From an optimization exercise on the open Yosys and OpenROAD flow, aimed at a short achievable clock period and few clock cycles; shortcuts taken in it are not production practice.
In this exercise RTL edits were held to simulation tests only and were not proved equivalent to the original.
The clock port is modelled as an ideal driver; clocking choices that lean on that would not hold on a real chip.
Power is estimated from default activity; no workload was simulated.

== build 52 ==
## dcache_top
module dcache_top (
  input  logic                      CLK,
  input  logic                      nRST,
  input  logic                      cpu_ren,
  input  logic                      cpu_wen,
  input  logic [32-1:0] cpu_addr,
  input  logic [32-1:0] cpu_store,
  input  logic                      halt,
  output logic                      dhit,
  output logic [32-1:0] dload,
  output logic                      flushed,
  output logic                      mem_ren,
  output logic                      mem_wen,
  output logic [32-1:0] mem_addr,
  output logic [32-1:0] mem_store,
  input  logic [32-1:0] mem_load,
  input  logic                      dwait
);
  localparam int WW = 32;
  localparam int TW = 26;
  localparam int IW = 3;
  localparam int NS = 8;
  localparam int NF = 2 * NS;
  logic [TW-1:0] req_tag;
  logic [IW-1:0] req_idx;
  logic          req_blk;
  logic          access;
  assign req_tag = cpu_addr[WW-1 -: TW];
  assign req_idx = cpu_addr[2+1 +: IW];
  assign req_blk = cpu_addr[2];
  assign access  = cpu_ren | cpu_wen;
  logic st_idle, st_wb0, st_wb1, st_f0, st_f1, st_fl0, st_fl1, st_done;
  logic nx_idle, nx_wb0, nx_wb1, nx_f0, nx_f1, nx_fl0, nx_fl1, nx_done;
  logic                  vway_q;    
  logic [WW-1:2]         ma_q;      
  logic [WW-1:0]         ms_q;      
  ...
Size in the first run: about 8,800 cells after synthesis, roughly 200 I/O pins, roughly 90,000 µm² of cells after synthesis.
clock: 7.2 ns
lec_check: 0
abc_clock_period_in_ps: 1500
cap_margin: 20
core_margin: 2
core_utilization: 40
setup_slack_margin: 3.0
slew_margin: 20
standard.sh (not shown) runs the stock make flow with config.mk's settings and CLKGATE_MAP_FILE= SYNTH_SCRIPT=/design/flow/synth_recipe.tcl, a recipe that flattens the netlist after the stock synthesis.
==> flow/flow/run.sh <==
#!/bin/bash
# Standard layout, with the slow 4-input OR/NOR cells kept out of synthesis and repair so the
# tag-compare trees map to faster NAND/NOR2-3 structures. Everything else is the standard.sh.
set -euo pipefail
WORK=$(pwd)
DU=""
for c in or4 or4b or4bb nor4 nor4b nor4bb; do
  for s in 1 2 4; do
    DU="$DU sky130_fd_sc_hd__${c}_$s"
  done
done
{
  echo "include $WORK/config.mk"
  echo "export DONT_USE_CELLS += $DU"
} > "$WORK/own_config.mk"
sed "s#DESIGN_CONFIG=[^ ]*#DESIGN_CONFIG=$WORK/own_config.mk#" standard.sh > own_standard.sh
bash own_standard.sh > "$WORK/own_flow_make.log" 2>&1
Testbench counts of build 52, summed over its fixed seeds: cycles 41,841.
The following lists how build 41 was set up differently from build 52:
- changing SETUP_SLACK_MARGIN from 3.0 to 2.0
- changing CORE_UTILIZATION from 40 to 50
- For the hold slack, build 41 came in 0.0053 ns higher than build 52 did.
- Looking at flip-flop and latch share of the layout cell area across build 41 and build 52, the one that comes out higher is build 41.
- Summary of build 41 over build 52: transition time at the pin with the least slew margin now sits higher; number of violations reported at the end of detailed-routing iteration 0 now sits at about the same level; area of all placed cells without fillers now sits lower; static leakage now sits lower; clock-buffer cell count now sits higher.
- Proportion of cell area spent on the clock network ends up higher on build 52.
[inputs] build 51 vs build 41
- changing CORE_UTILIZATION from 50 to 40
Findings:
Diff build 41 -> build 51 | highest achievable clock rate | increase of 4.7 MHz. Diff build 41 -> build 51: final cell area excluding filler cells higher; max-slew violation count held; multi-input logic cell count neither gained nor lost much.

* * *

The RTL this note starts from:
==> flow/design.v <==
package dcache_pkg;
  typedef logic [32-1:0]  word_t;
  typedef logic [26-1:0]   tag_t;
  typedef logic [3-1:0] index_t;
endpackage
`timescale 1ns/1ns
module dcache_top (
  input  logic                      CLK,
  input  logic                      nRST,
  input  logic                      cpu_ren,
  input  logic                      cpu_wen,
  input  logic [32-1:0] cpu_addr,
  input  logic [32-1:0] cpu_store,
  input  logic                      halt,
  output logic                      dhit,
  output logic [32-1:0] dload,
  output logic                      flushed,
  output logic                      mem_ren,
  output logic                      mem_wen,
  output logic [32-1:0] mem_addr,
  output logic [32-1:0] mem_store,
  input  logic [32-1:0] mem_load,
  input  logic                      dwait
);
  localparam int WW = 32;
  localparam int TW = 26;
  localparam int IW = 3;
  localparam int NS = 8;
  localparam int NF = 2 * NS;
  logic [TW-1:0] req_tag;
  logic [IW-1:0] req_idx;
  logic          req_blk;
  logic          access;
  assign req_tag = cpu_addr[WW-1 -: TW];
  assign req_idx = cpu_addr[2+1 +: IW];
  assign req_blk = cpu_addr[2];
  assign access  = cpu_ren | cpu_wen;
  logic st_idle, st_wb0, st_wb1, st_f0, st_f1, st_fl0, st_fl1, st_done;
  logic nx_idle, nx_wb0, nx_wb1, nx_f0, nx_f1, nx_fl0, nx_fl1, nx_done;
  logic                  vway_q;    
  logic [WW-1:2]         ma_q;      
  logic [WW-1:0]         ms_q;      
  logic [WW-1:0]         fw_q;      
  logic [NF-1:0]         fl_sel;    
  logic [NF-1:0]         valid_q;
  logic [NF-1:0]         dirty_q;
  logic [NF-1:0][TW-1:0] tag_q;
  logic [NF-1:0][WW-1:0] data0_q;
  logic [NF-1:0][WW-1:0] data1_q;
  logic [NS-1:0]         lru_q;
  logic [NF-1:0] match;
  logic [NS-1:0] idx_dec;
  logic          hit0, hit1, hit;
  always_comb
  begin
    for (int f = 0; f < NF; f++)
      match[f] = valid_q[f] && (tag_q[f] == req_tag);
    for (int s = 0; s < NS; s++)
      idx_dec[s] = (req_idx == IW'(s));
  end
  assign hit0 = match[{1'b0, req_idx}];
  assign hit1 = match[{1'b1, req_idx}];
  assign hit  = hit0 | hit1;
  logic [WW-1:0] d0w0, d0w1, d1w0, d1w1, hd0, hd1;
  assign d0w0 = data0_q[{1'b0, req_idx}];
  assign d0w1 = data1_q[{1'b0, req_idx}];
  assign d1w0 = data0_q[{1'b1, req_idx}];
  assign d1w1 = data1_q[{1'b1, req_idx}];
  assign hd0  = req_blk ? d0w1 : d0w0;
  assign hd1  = req_blk ? d1w1 : d1w0;
  logic          vway;
  logic          vdirty;
  logic [TW-1:0] vtag;
  logic [WW-1:0] vdata0, vdata1;
  assign vway   = lru_q[req_idx];
  assign vdirty = dirty_q[{vway, req_idx}];
  assign vtag   = tag_q[{vway, req_idx}];
  assign vdata0 = data0_q[{vway, req_idx}];
  assign vdata1 = data1_q[{vway, req_idx}];
  logic [WW-1:0] rdata1;
  assign rdata1 = data1_q[{vway_q, req_idx}];
  logic go;
  logic hit_ok;
  logic miss;
  logic store_hit;
  logic install;
  assign go        = st_idle & ~halt & access;
  assign hit_ok    = go & hit;
  assign miss      = go & ~hit;
  assign store_hit = st_idle & ~halt & cpu_wen & hit;
  assign install   = st_f1 & ~dwait;
  logic [NF-1:0] fl_cand;
  logic [NF-1:0] fl_first;
  logic          fl_any;
  logic [IW-1:0] fl_set;
  logic          fl_way;
  logic          fl_more;
  assign fl_cand = st_fl1 ? (dirty_q & ~fl_sel) : dirty_q;
  assign fl_more = |(dirty_q & ~fl_sel);
  always_comb
  begin
    fl_first = '0;
    fl_any   = 1'b0;
    fl_set   = '0;
    fl_way   = 1'b0;
    for (int p = 0; p < NF; p++)
    begin
      if (!fl_any && fl_cand[(p % 2) * NS + p / 2])
      begin
        fl_any = 1'b1;
        fl_first[(p % 2) * NS + p / 2] = 1'b1;
        fl_set = IW'(p / 2);
        fl_way = 1'(p % 2);
      end
    end
  end
  logic [TW-1:0] fl_tag;
  logic [WW-1:0] fl_data0;
  logic [WW-1:0] fl_data1;
  assign fl_tag   = tag_q[{fl_way, fl_set}];
  assign fl_data0 = data0_q[{fl_way, fl_set}];
  always_comb
  begin
    fl_data1 = '0;
    for (int f = 0; f < NF; f++)
      fl_data1 = fl_data1 | (fl_sel[f] ? data1_q[f] : '0);
  end
  always_comb
  begin
    nx_idle = st_idle;
    nx_wb0  = 1'b0;
    nx_wb1  = 1'b0;
    nx_f0   = 1'b0;
    nx_f1   = 1'b0;
    nx_fl0  = 1'b0;
    nx_fl1  = 1'b0;
    nx_done = st_done;
    if (st_idle)
    begin
      if (halt)
      begin
        nx_idle = 1'b0;
        nx_fl0  = fl_any;
        nx_done = ~fl_any;
      end
      else if (miss)
      begin
        nx_idle = 1'b0;
        nx_wb0  = vdirty & dwait;
        nx_wb1  = vdirty & ~dwait;
        nx_f0   = ~vdirty & dwait;
        nx_f1   = ~vdirty & ~dwait;
      end
    end
    if (st_wb0)
    begin
      nx_wb0 = dwait;
      nx_wb1 = ~dwait;
    end
    if (st_wb1)
    begin
      nx_wb1 = dwait;
      nx_f0  = ~dwait;
    end
    if (st_f0)
    begin
      nx_f0 = dwait;
      nx_f1 = ~dwait;
    end
    if (st_f1)
    begin
      nx_f1   = dwait;
      nx_idle = ~dwait;
    end
    if (st_fl0)
    begin
      nx_fl0 = dwait;
      nx_fl1 = ~dwait;
    end
    if (st_fl1)
    begin
      nx_fl1  = dwait;
      nx_fl0  = ~dwait & fl_any;
      nx_done = ~dwait & ~fl_any;
    end
  end
  always_ff @(posedge CLK or negedge nRST)
  begin
    if (!nRST)
    begin
      st_idle <= 1'b1;
      st_wb0  <= 1'b0;
      st_wb1  <= 1'b0;
      st_f0   <= 1'b0;
      st_f1   <= 1'b0;
      st_fl0  <= 1'b0;
      st_fl1  <= 1'b0;
      st_done <= 1'b0;
    end
    else
    begin
      st_idle <= nx_idle;
      st_wb0  <= nx_wb0;
      st_wb1  <= nx_wb1;
      st_f0   <= nx_f0;
      st_f1   <= nx_f1;
      st_fl0  <= nx_fl0;
      st_fl1  <= nx_fl1;
      st_done <= nx_done;
    end
  end
  always_ff @(posedge CLK or negedge nRST)
  begin
    if (!nRST)
    begin
      vway_q <= 1'b0;
      ma_q   <= '0;
      ms_q   <= '0;
      fw_q   <= '0;
      fl_sel <= '0;
    end
    else
    begin
      if (st_idle)
      begin
        if (halt)
        begin
          ma_q   <= {fl_tag, fl_set, 1'b0};
          ms_q   <= fl_data0;
          fl_sel <= fl_first;
        end
        else
        begin
          vway_q <= vway;
          if (vdirty)
          begin
            ma_q <= {vtag, req_idx, ~dwait};
            ms_q <= dwait ? vdata0 : vdata1;
          end
          else
          begin
            ma_q <= {req_tag, req_idx, ~dwait};
          end
          if (!dwait)
            fw_q <= mem_load;
        end
      end
      if (st_wb0 && !dwait)
      begin
        ma_q[2] <= 1'b1;
        ms_q                     <= rdata1;
      end
      if (st_wb1 && !dwait)
        ma_q <= {req_tag, req_idx, 1'b0};
      if (st_f0 && !dwait)
      begin
        ma_q[2] <= 1'b1;
        fw_q                     <= mem_load;
      end
      if (st_fl0 && !dwait)
      begin
        ma_q[2] <= 1'b1;
        ms_q                     <= fl_data1;
      end
      if (st_fl1 && !dwait)
      begin
        ma_q   <= {fl_tag, fl_set, 1'b0};
        ms_q   <= fl_data0;
        fl_sel <= fl_first;
      end
    end
  end
  logic [WW-1:0] wd0, wd1;
  assign wd0 = (st_idle | (cpu_wen & ~req_blk)) ? cpu_store : fw_q;
  assign wd1 = (st_idle | (cpu_wen &  req_blk)) ? cpu_store : mem_load;
  genvar g;
  generate
    for (g = 0; g < NF; g++)
    begin : g_frame
      localparam logic GW = 1'(g / NS);
      localparam int   GS = g % NS;
      logic sh;
      logic fill;
      assign sh   = store_hit & idx_dec[GS] & match[g];
      assign fill = install & idx_dec[GS] & (vway_q == GW);
      always_ff @(posedge CLK or negedge nRST)
      begin
        if (!nRST)
        begin
          valid_q[g] <= 1'b0;
          dirty_q[g] <= 1'b0;
          tag_q[g]   <= '0;
          data0_q[g] <= '0;
          data1_q[g] <= '0;
        end
        else
        begin
          if ((sh & ~req_blk) | fill)
            data0_q[g] <= wd0;
          if ((sh & req_blk) | fill)
            data1_q[g] <= wd1;
          if (fill)
          begin
            valid_q[g] <= 1'b1;
            tag_q[g]   <= req_tag;
          end
          if (sh)
            dirty_q[g] <= 1'b1;
          else if (fill)
            dirty_q[g] <= cpu_wen;
          else if (st_fl1 & ~dwait & fl_sel[g])
            dirty_q[g] <= 1'b0;
        end
      end
    end
  endgenerate
  always_ff @(posedge CLK or negedge nRST)
  begin
    if (!nRST)
    begin
      lru_q <= '0;
    end
    else
    begin
      for (int s = 0; s < NS; s++)
      begin
        if (hit_ok && idx_dec[s])
          lru_q[s] <= hit0;
        else if (install && idx_dec[s])
          lru_q[s] <= ~vway_q;
      end
    end
  end
  assign dhit      = hit_ok | install;
  assign dload     = hit1 ? hd1 : (st_f1 ? (req_blk ? mem_load : fw_q) : hd0);
  assign flushed   = st_done | (st_fl1 & ~dwait & ~fl_more);
  assign mem_wen   = (miss & vdirty) | st_wb0 | st_wb1 | st_fl0 | st_fl1;
  assign mem_ren   = (miss & ~vdirty) | st_f0 | st_f1;
  assign mem_addr  = st_idle ? {vdirty ? vtag : req_tag, req_idx, 1'b0, 2'b00}
                             : {ma_q, 2'b00};
  assign mem_store = st_idle ? vdata0 : ms_q;
endmodule
Settings: LEC_CHECK=0, ABC_CLOCK_PERIOD_IN_PS=1500, CAP_MARGIN=20, CORE_MARGIN=2, CORE_UTILIZATION=40, SETUP_SLACK_MARGIN=3.0, SLEW_MARGIN=20; clock period 7.2 ns.
run.sh (not shown) runs the stock make flow with config.mk's settings and CLKGATE_MAP_FILE= SYNTH_SCRIPT=/design/flow/synth_recipe.tcl, a recipe that flattens the netlist after the stock synthesis.
Stock flow here: none of the scripts above is used.
The first run ran to the end with no violations.
Testbench counts at the start, summed over its fixed seeds: cycles 41,841.
Edit:
==> flow/flow/run.sh (new file) <==
#!/bin/bash
# Standard layout, with the slow 4-input OR/NOR cells kept out of synthesis and repair so the
# tag-compare trees map to faster NAND/NOR2-3 structures. Everything else is the standard.sh.
set -euo pipefail
WORK=$(pwd)
DU=""
for c in or4 or4b or4bb nor4 nor4b nor4bb or3 or3b nor3 nor3b and4 and4b and4bb mux4; do
  for s in 1 2 4; do
    DU="$DU sky130_fd_sc_hd__${c}_$s"
  done
done
{
  echo "include $WORK/config.mk"
  echo "export DONT_USE_CELLS += $DU"
} > "$WORK/own_config.mk"
sed "s#DESIGN_CONFIG=[^ ]*#DESIGN_CONFIG=$WORK/own_config.mk#" standard.sh > own_standard.sh
bash own_standard.sh > "$WORK/own_flow_make.log" 2>&1
==> flow/standard.sh (new file) <==
#!/bin/bash
# synth_recipe.tcl (not shown) runs the flow's synth.tcl, then flattens the netlist and writes it again
# the make line also repeats each setting of config.mk as NAME=value (left out here)
make -C /OpenROAD-flow-scripts/flow DESIGN_CONFIG=/design/flow/config.mk WORK_HOME=/design/flow/orfs CLKGATE_MAP_FILE= SYNTH_SCRIPT=/design/flow/synth_recipe.tcl "${@:-finish}"
removed: flow/run.sh
Effect: Power went up by about 20%. Via count went up by 14%. Critical path depth decreases by 1. Cell count is higher by 16%. Area after synthesis increases by about 5%. Design area grows by 5.0%. Worst hold slack is better by 0.0038 ns.
Edit:
--- a/flow/flow/run.sh
+++ b/flow/flow/run.sh
@@ -7 +7 @@
-for c in or4 or4b or4bb nor4 nor4b nor4bb or3 or3b nor3 nor3b and4 and4b and4bb mux4; do
+for c in or4 or4b or4bb nor4 nor4b nor4bb; do
Settings changed: SETUP_SLACK_MARGIN 3.0 to 2.5.
What happened:
- worst setup slack gets better by 0.26 ns
- final cell count falls by 13%
- design area shrinks by 3.0%
- critical path depth increases by 1
- total power shrinks by 8.6%
- via count falls by 9.9%
- fmax increases by 4.6%
- synthesized area goes down by 5.1%
Edit:
--- a/flow/flow/run.sh
+++ b/flow/flow/run.sh
@@ -7 +7 @@
-for c in or4 or4b or4bb nor4 nor4b nor4bb; do
+for c in or4 or4b or4bb nor4 nor4b nor4bb mux4; do
Settings changed: SETUP_SLACK_MARGIN 2.5 to 2.0.
After rerunning: Worst setup slack degrades by 0.075 ns; worst hold slack hardly moves; via count grows by 13%; synthesized area rose by 4.6%; total power drops by 20%; clock-buffer cell count rose by 1; die area went up by 4.5%; fmax is lower by 1.3%; first-iteration DRC count went up by 4.1%.

* * *

Setup of alpha:
RTL: the design.v shown in full above, as it stands there.
==> flow/config.mk <==
export PLATFORM = sky130hd
export DESIGN_NAME = dcache_top
export DESIGN_NICKNAME = dcache_top
export VERILOG_FILES = /design/flow/design.v
export SDC_FILE = /design/flow/constraint.sdc
export NUM_CORES = 4
export LEC_CHECK = 0
export ABC_CLOCK_PERIOD_IN_PS = 1500
export CAP_MARGIN = 20
export CORE_MARGIN = 2
export CORE_UTILIZATION = 40
export SETUP_SLACK_MARGIN = 3.0
export SLEW_MARGIN = 20
==> flow/constraint.sdc <==
create_clock -name core_clock -period 7.2 [get_ports {CLK}]
set_input_delay 1.4400 -clock core_clock [delete_from_list [all_inputs] [get_ports {CLK}]]
set_output_delay 1.4400 -clock core_clock [all_outputs]
set_load 0.01 [all_outputs]
standard.sh (not shown) runs the stock make flow with config.mk's settings and CLKGATE_MAP_FILE= SYNTH_SCRIPT=/design/flow/synth_recipe.tcl, a recipe that flattens the netlist after the stock synthesis.
==> flow/flow/run.sh <==
#!/bin/bash
# Standard layout, with the slow 4-input OR/NOR cells kept out of synthesis and repair so the
# tag-compare trees map to faster NAND/NOR2-3 structures, and two more timing repair rounds after
# clock tree synthesis. Everything else is the standard.sh.
set -euo pipefail
WORK=$(pwd)
DU=""
for c in or4 or4b or4bb nor4 nor4b nor4bb; do
  for s in 1 2 4; do
    DU="$DU sky130_fd_sc_hd__${c}_$s"
  done
done
{
  echo "include $WORK/config.mk"
  echo "export DONT_USE_CELLS += $DU"
  echo "export POST_CTS_TCL = $WORK/flow/post_cts.tcl"
} > "$WORK/own_config.mk"
sed "s#DESIGN_CONFIG=[^ ]*#DESIGN_CONFIG=$WORK/own_config.mk#" standard.sh > own_standard.sh
bash own_standard.sh > "$WORK/own_flow_make.log" 2>&1
==> flow/flow/post_cts.tcl <==
# extra timing repair rounds after the standard post-CTS repair, then legalise again
repair_timing_helper
repair_timing_helper
set result [catch { detailed_placement } msg]
if { $result != 0 } {
  error "Detailed placement failed after extra repair: $msg"
}
check_placement -verbose
alpha: all stages complete, timing, DRC and antenna checks passed
Testbench counts of alpha, summed over its fixed seeds: cycles 41,841.
Relative to alpha, the following input files were edited for beta:
- SETUP_SLACK_MARGIN changed from 3.0 to 2.0
- PLACE_DENSITY newly set to 0.75
-- flow/flow/run.sh --
<<< alpha, line 3
# tag-compare trees map to faster NAND/NOR2-3 structures, and two more timing repair rounds after
# clock tree synthesis. Everything else is the standard.sh.
>>> beta, line 3
# tag-compare trees map to faster NAND/NOR2-3 structures. Everything else is the standard.sh.
<<< alpha, line 16
  echo "export POST_CTS_TCL = $WORK/flow/post_cts.tcl"
>>> beta, line 15
removed: flow/flow/post_cts.tcl
Notes after the runs:
- Post-detailed-routing wire length, alpha and beta: smaller value in beta
- Between beta and alpha, the number of multi-input combinational cells does not differ in any meaningful way.
- beta — instance count on the critical path 2 higher, alpha as reference
- beta vs alpha — share of total power consumed by net switching rose 0.63 points.
- Total placed instance area: beta vs alpha — no meaningful difference
The following lists how gamma was set up differently from beta:
- SETUP_SLACK_MARGIN changed from 2.0 to 2.2
- PLACE_DENSITY removed (was 0.75)
--- outcome ---
- Re leakage power figure: beta and gamma aren't equal, and the higher value belongs to gamma.
- In gamma the switching power share of the total turned out 0.64 points lower than in beta.
- gamma against beta; count of non-CTS buffers in the layout is up by a few percent.
- Looking at beta and gamma, the combinational power is a wash.
- Looking only at critical path depth, and setting everything else aside, the higher value of beta and gamma goes to beta.
- Layout filler cell count: gamma vs beta up 3.2%
- beta → gamma: internal power component rose 3.4%; via count of the first global-routing pass went down.

-- separate check: timing with driven ports --
How much do the figures lean on ideal ports? The routed layouts below were timed once more, with nothing changed but the port constraints. Step 1, drivers: a clkbuf_16 drives CLK and a buf_2 each remaining input, both assumed. Step 2 adds t to the input delays and takes it off the output delays; t is the mean of the earliest and latest rising clock arrival at the registers after step 1. Input paths then give back, and output paths get back, about the clock's delay inside the block. a / b / c = ideal / step 1 / step 2; a / b = the first two.
run | shift t [ns] | slack for setup (ns) | latest minus earliest clock arrival (ns) | slew at the worst register clock pin (ns)
build 52 | 0.962 | 1.608 / 1.372 / 1.132 | 0.065 / 0.065 | 0.07 / 0.07
build 41 | 0.929 | 1.598 / 1.376 / 0.905 | 0.034 / 0.033 | 0.07 / 0.07
build 51 | 0.942 | 1.741 / 1.439 / 1.439 | 0.080 / 0.080 | 0.07 / 0.07
the first run of note 2 | 0.958 | 1.416 / 1.353 / 1.353 | 0.057 / 0.057 | 0.07 / 0.07
the second run of note 2 | 0.967 | 1.445 / 1.133 / 1.133 | 0.063 / 0.062 | 0.07 / 0.07
the third run of note 2 | 0.936 | 1.700 / 1.443 / 1.091 | 0.090 / 0.089 | 0.07 / 0.07
the fourth run of note 2 | 0.937 | 1.625 / 1.345 / 1.047 | 0.066 / 0.066 | 0.07 / 0.07
alpha | 0.961 | 1.509 / 1.416 / 1.036 | 0.065 / 0.064 | 0.07 / 0.07
beta | 0.938 | 1.541 / 1.463 / 0.764 | 0.064 / 0.063 | 0.07 / 0.07
gamma | 0.952 | 1.659 / 1.346 / 0.842 | 0.050 / 0.049 | 0.07 / 0.07
After both steps every run listed still meets setup and hold. For gamma, which loses most, drivers alone change the setup slack by -0.313 ns; drivers and shift together by -0.817 ns.
